From an optimization exercise on the open Yosys and OpenROAD flow, aimed at small area; shortcuts taken in it are not production practice.
The RTL was checked by simulation tests, not by an equivalence proof against the original design.
Power and IR drop assume default switching activity.

run 1:
// complex_block_correlator_power_top
module complex_block_correlator_power_top #(
    parameter int SAMPLE_BITS = cbcp_pkg::SAMPLE_BITS_DEF
) (
    input  logic                                i_clk,
    input  logic                                i_rst_n,
    input  logic                                i_in_valid,
    output logic                                o_in_stall,
    input  logic signed [SAMPLE_BITS-1:0]       i_sample_real,
    input  logic signed [SAMPLE_BITS-1:0]       i_sample_imag,
    input  logic                                i_end_of_stream,
    output logic                                o_out_valid,
    input  logic                                i_out_stall,
    output logic [cbcp_pkg::BANK_BITS-1:0]      o_filter_index,
    output logic [cbcp_pkg::POWER_BITS-1:0]     o_block_power,
    output logic                                o_last_result
);
    localparam int W0 = cbcp_pkg::W0;
    localparam int W1 = cbcp_pkg::W1;
    localparam int W2 = cbcp_pkg::W2;
    localparam int W3 = cbcp_pkg::W3;
  ...
Size: ~2800 cells after synthesis, roughly 440 flip-flops, roughly 33000 um^2 of cells after synthesis.
==> flow/config.mk <==
export PLATFORM = sky130hd
export DESIGN_NAME = complex_block_correlator_power_top
export DESIGN_NICKNAME = complex_block_correlator_power_top
export VERILOG_FILES = /design/flow/design.v
export SDC_FILE = /design/flow/constraint.sdc
export NUM_CORES = 4
export LEC_CHECK = 0
export CAP_MARGIN = 20
export CORE_MARGIN = 2
export CORE_UTILIZATION = 75
export CTS_BUF_LIST = sky130_fd_sc_hd__clkbuf_8 sky130_fd_sc_hd__clkbuf_16
export CTS_CLUSTER_DIAMETER = 120
export CTS_CLUSTER_SIZE = 30
export SLEW_MARGIN = 20
export SYNTH_HIERARCHICAL = 1
export SYNTH_MINIMUM_KEEP_SIZE = 0
==> flow/constraint.sdc <==
create_clock -name core_clock -period 10.0 [get_ports {i_clk}]
set_input_delay 2.0000 -clock core_clock [delete_from_list [all_inputs] [get_ports {i_clk}]]
set_output_delay 2.0000 -clock core_clock [all_outputs]
set_load 0.01 [all_outputs]
standard.sh (not shown) runs the stock make flow with config.mk's settings and CLKGATE_MAP_FILE= SYNTH_SCRIPT=/design/flow/synth_recipe.tcl, a recipe that flattens the netlist after the stock synthesis.
==> flow/flow/run.sh <==
#!/bin/bash
# Layout flow: the standard ORFS flow, with the port buffers that global
# placement inserts on every input and output made from the smallest buffer
# cell instead of the default one.  Everything else (synthesis, floorplan,
# power grid, tap cells, placement, CTS, routing) is the standard flow.
set -e
export BUFFER_PORTS_ARGS="-buffer_cell sky130_fd_sc_hd__buf_1"
cp standard.sh standard_copy.sh.txt 2>/dev/null || true
bash standard.sh > standard.log 2>&1
#### Input delta (run 2 over run 1)
# run 1
export LEC_CHECK = 0
export CAP_MARGIN = 20
export CORE_MARGIN = 2
export CORE_UTILIZATION = 75
export CTS_BUF_LIST = sky130_fd_sc_hd__clkbuf_8 sky130_fd_sc_hd__clkbuf_16
export CTS_CLUSTER_DIAMETER = 120
export CTS_CLUSTER_SIZE = 30
export SLEW_MARGIN = 20
export SYNTH_HIERARCHICAL = 1
export SYNTH_MINIMUM_KEEP_SIZE = 0
create_clock -name core_clock -period 10.0 [get_ports {i_clk}]
# run 2
export LEC_CHECK = 0
export CAP_MARGIN = 20
export CORE_MARGIN = 2
export CORE_UTILIZATION = 60
export CTS_BUF_LIST = sky130_fd_sc_hd__clkbuf_4 sky130_fd_sc_hd__clkbuf_8
export SLEW_MARGIN = 20
export SYNTH_HIERARCHICAL = 1
export SYNTH_MINIMUM_KEEP_SIZE = 0
create_clock -name core_clock -period 10.0 [get_ports {i_clk}]
==> flow/run.sh (new file) <==
#!/bin/bash
# synth_recipe.tcl (not shown) runs the flow's synth.tcl, then flattens the netlist and writes it again
# the make line also repeats each setting of config.mk as NAME=value (left out here)
make -C /OpenROAD-flow-scripts/flow DESIGN_CONFIG=/design/flow/config.mk WORK_HOME=/design/flow/orfs CLKGATE_MAP_FILE= SYNTH_SCRIPT=/design/flow/synth_recipe.tcl finish
removed: flow/flow/run.sh
removed: flow/standard.sh
### Flow results
Summary of run 2 over run 1: worst hold slack fell by 0.017 ns, overall routed net length went up, total power saw an increase. Between run 2 and run 1, layout overhead on the synthesized area is higher for run 2, run 1 comes in under that. In run 2 relative to run 1, vertical extent of the die had gone up by more than 10%. Final standard cell area without fillers delta (run 2 − run 1): unfavourable. Summary — fill cell total of the finished layout, run 2 relative to run 1: higher, by 55%. Run 2 reached the end of the flow, and the finished layout is clean on the timing, design-rule and antenna checks. Summary — fraction of power consumed by the clock network, run 2 relative to run 1: higher, by 6.2 points. Against run 1, net count reported at finish in run 2 rose slightly.
Changes in run 3 relative to run 2:
# run 2
export LEC_CHECK = 0
export CAP_MARGIN = 20
export CORE_MARGIN = 2
export CORE_UTILIZATION = 60
export CTS_BUF_LIST = sky130_fd_sc_hd__clkbuf_4 sky130_fd_sc_hd__clkbuf_8
export SLEW_MARGIN = 20
export SYNTH_HIERARCHICAL = 1
export SYNTH_MINIMUM_KEEP_SIZE = 0
create_clock -name core_clock -period 10.0 [get_ports {i_clk}]
# run 3
export LEC_CHECK = 0
export CAP_MARGIN = 20
export CORE_MARGIN = 2
export CORE_UTILIZATION = 80
export CTS_BUF_LIST = sky130_fd_sc_hd__clkbuf_8 sky130_fd_sc_hd__clkbuf_16
export CTS_CLUSTER_DIAMETER = 120
export CTS_CLUSTER_SIZE = 30
export SLEW_MARGIN = 20
export SYNTH_HIERARCHICAL = 1
export SYNTH_MINIMUM_KEEP_SIZE = 0
create_clock -name core_clock -period 10.0 [get_ports {i_clk}]
==> flow/flow/run.sh (new file) <==
#!/bin/bash
set -e
export BUFFER_PORTS_ARGS="-buffer_cell sky130_fd_sc_hd__buf_1"
export CTS_ARGS="-sink_clustering_enable -repair_clock_nets -dont_use_dummy_load -sink_clustering_size 30 -sink_clustering_max_diameter 120 -buf_list {sky130_fd_sc_hd__clkbuf_8 sky130_fd_sc_hd__clkbuf_16}"
bash standard.sh > standard.log 2>&1
==> flow/standard.sh (new file) <==
#!/bin/bash
# synth_recipe.tcl (not shown) runs the flow's synth.tcl, then flattens the netlist and writes it again
# the make line also repeats each setting of config.mk as NAME=value (left out here)
make -C /OpenROAD-flow-scripts/flow DESIGN_CONFIG=/design/flow/config.mk WORK_HOME=/design/flow/orfs CLKGATE_MAP_FILE= SYNTH_SCRIPT=/design/flow/synth_recipe.tcl "${@:-finish}"
removed: flow/run.sh
Findings:
Of run 3 and run 2, run 3 shows the lower clock share of power, with run 2 above it.
Compared with run 2, in run 3 multi-input combinational area share went up 3.4 points, non-filler instance count after layout went down 348, minimum clock period went up 0.17 ns, fmax went down 1.7%.
--- input diff run 3..run 4 ---
# run 3
export LEC_CHECK = 0
export CAP_MARGIN = 20
export CORE_MARGIN = 2
export CORE_UTILIZATION = 80
export CTS_BUF_LIST = sky130_fd_sc_hd__clkbuf_8 sky130_fd_sc_hd__clkbuf_16
export CTS_CLUSTER_DIAMETER = 120
export CTS_CLUSTER_SIZE = 30
export SLEW_MARGIN = 20
export SYNTH_HIERARCHICAL = 1
export SYNTH_MINIMUM_KEEP_SIZE = 0
create_clock -name core_clock -period 10.0 [get_ports {i_clk}]
# run 4
export LEC_CHECK = 0
export CAP_MARGIN = 20
export CORE_MARGIN = 2
export CORE_UTILIZATION = 75
export CTS_BUF_LIST = sky130_fd_sc_hd__clkbuf_8 sky130_fd_sc_hd__clkbuf_16
export CTS_CLUSTER_DIAMETER = 120
export CTS_CLUSTER_SIZE = 30
export SLEW_MARGIN = 20
export SYNTH_HIERARCHICAL = 1
export SYNTH_MINIMUM_KEEP_SIZE = 0
create_clock -name core_clock -period 10.0 [get_ports {i_clk}]
==> flow/run.sh (new file) <==
#!/bin/bash
# synth_recipe.tcl (not shown) runs the flow's synth.tcl, then flattens the netlist and writes it again
# the make line also repeats each setting of config.mk as NAME=value (left out here)
make -C /OpenROAD-flow-scripts/flow DESIGN_CONFIG=/design/flow/config.mk WORK_HOME=/design/flow/orfs CLKGATE_MAP_FILE= SYNTH_SCRIPT=/design/flow/synth_recipe.tcl finish
removed: flow/flow/run.sh
removed: flow/standard.sh
==> notes.md <==
| least setup slack across all paths after layout | run 4 vs run 3 | 0.15 ns higher |
Summary of run 4 over run 3: share of the clock period used by the worst path saw a decrease, total power now smaller, final cell count has increased.
On worst hold slack, run 3 and run 4 are basically level.
Compared with run 3, in run 4 number of primary I/O pins stayed essentially flat, number of cells on the critical path went down 4.2%, share of total power in the clock network now sits higher.

static timing again, ports no longer ideal:
The results above use ideal ports. As a check the final layouts listed here were re-extracted and re-timed, cells and wires unchanged. Step 1 sets driving cells, clkbuf_16 on the clock port and buf_2 on the other inputs (assumed; they add their load-dependent delay and slew). Step 2, shift: input delay + t, output delay - t, t = (earliest + latest rising clock arrival at the registers) / 2. This alone moves slack from input paths to output paths. Slacks: no drivers / after step 1 / after step 2; pairs: no drivers / after step 1.
run | t, ns | setup WS [ns] | worst setup path at the end | clock arrival spread, ns | worst data-port slew with drivers (ns)
run 1 | 0.648 | 0.493 / 0.493 / 0.493 | register to register | 0.049 / 0.048 | 0.03
run 2 | 0.705 | 0.505 / 0.505 / 0.505 | register to register | 0.044 / 0.044 | 0.04
run 3 | 0.613 | 0.338 / 0.338 / 0.338 | register to register | 0.096 / 0.095 | 0.04
run 4 | 0.617 | 0.489 / 0.489 / 0.489 | register to register | 0.019 / 0.019 | 0.04
After both steps every run listed still meets setup and hold.
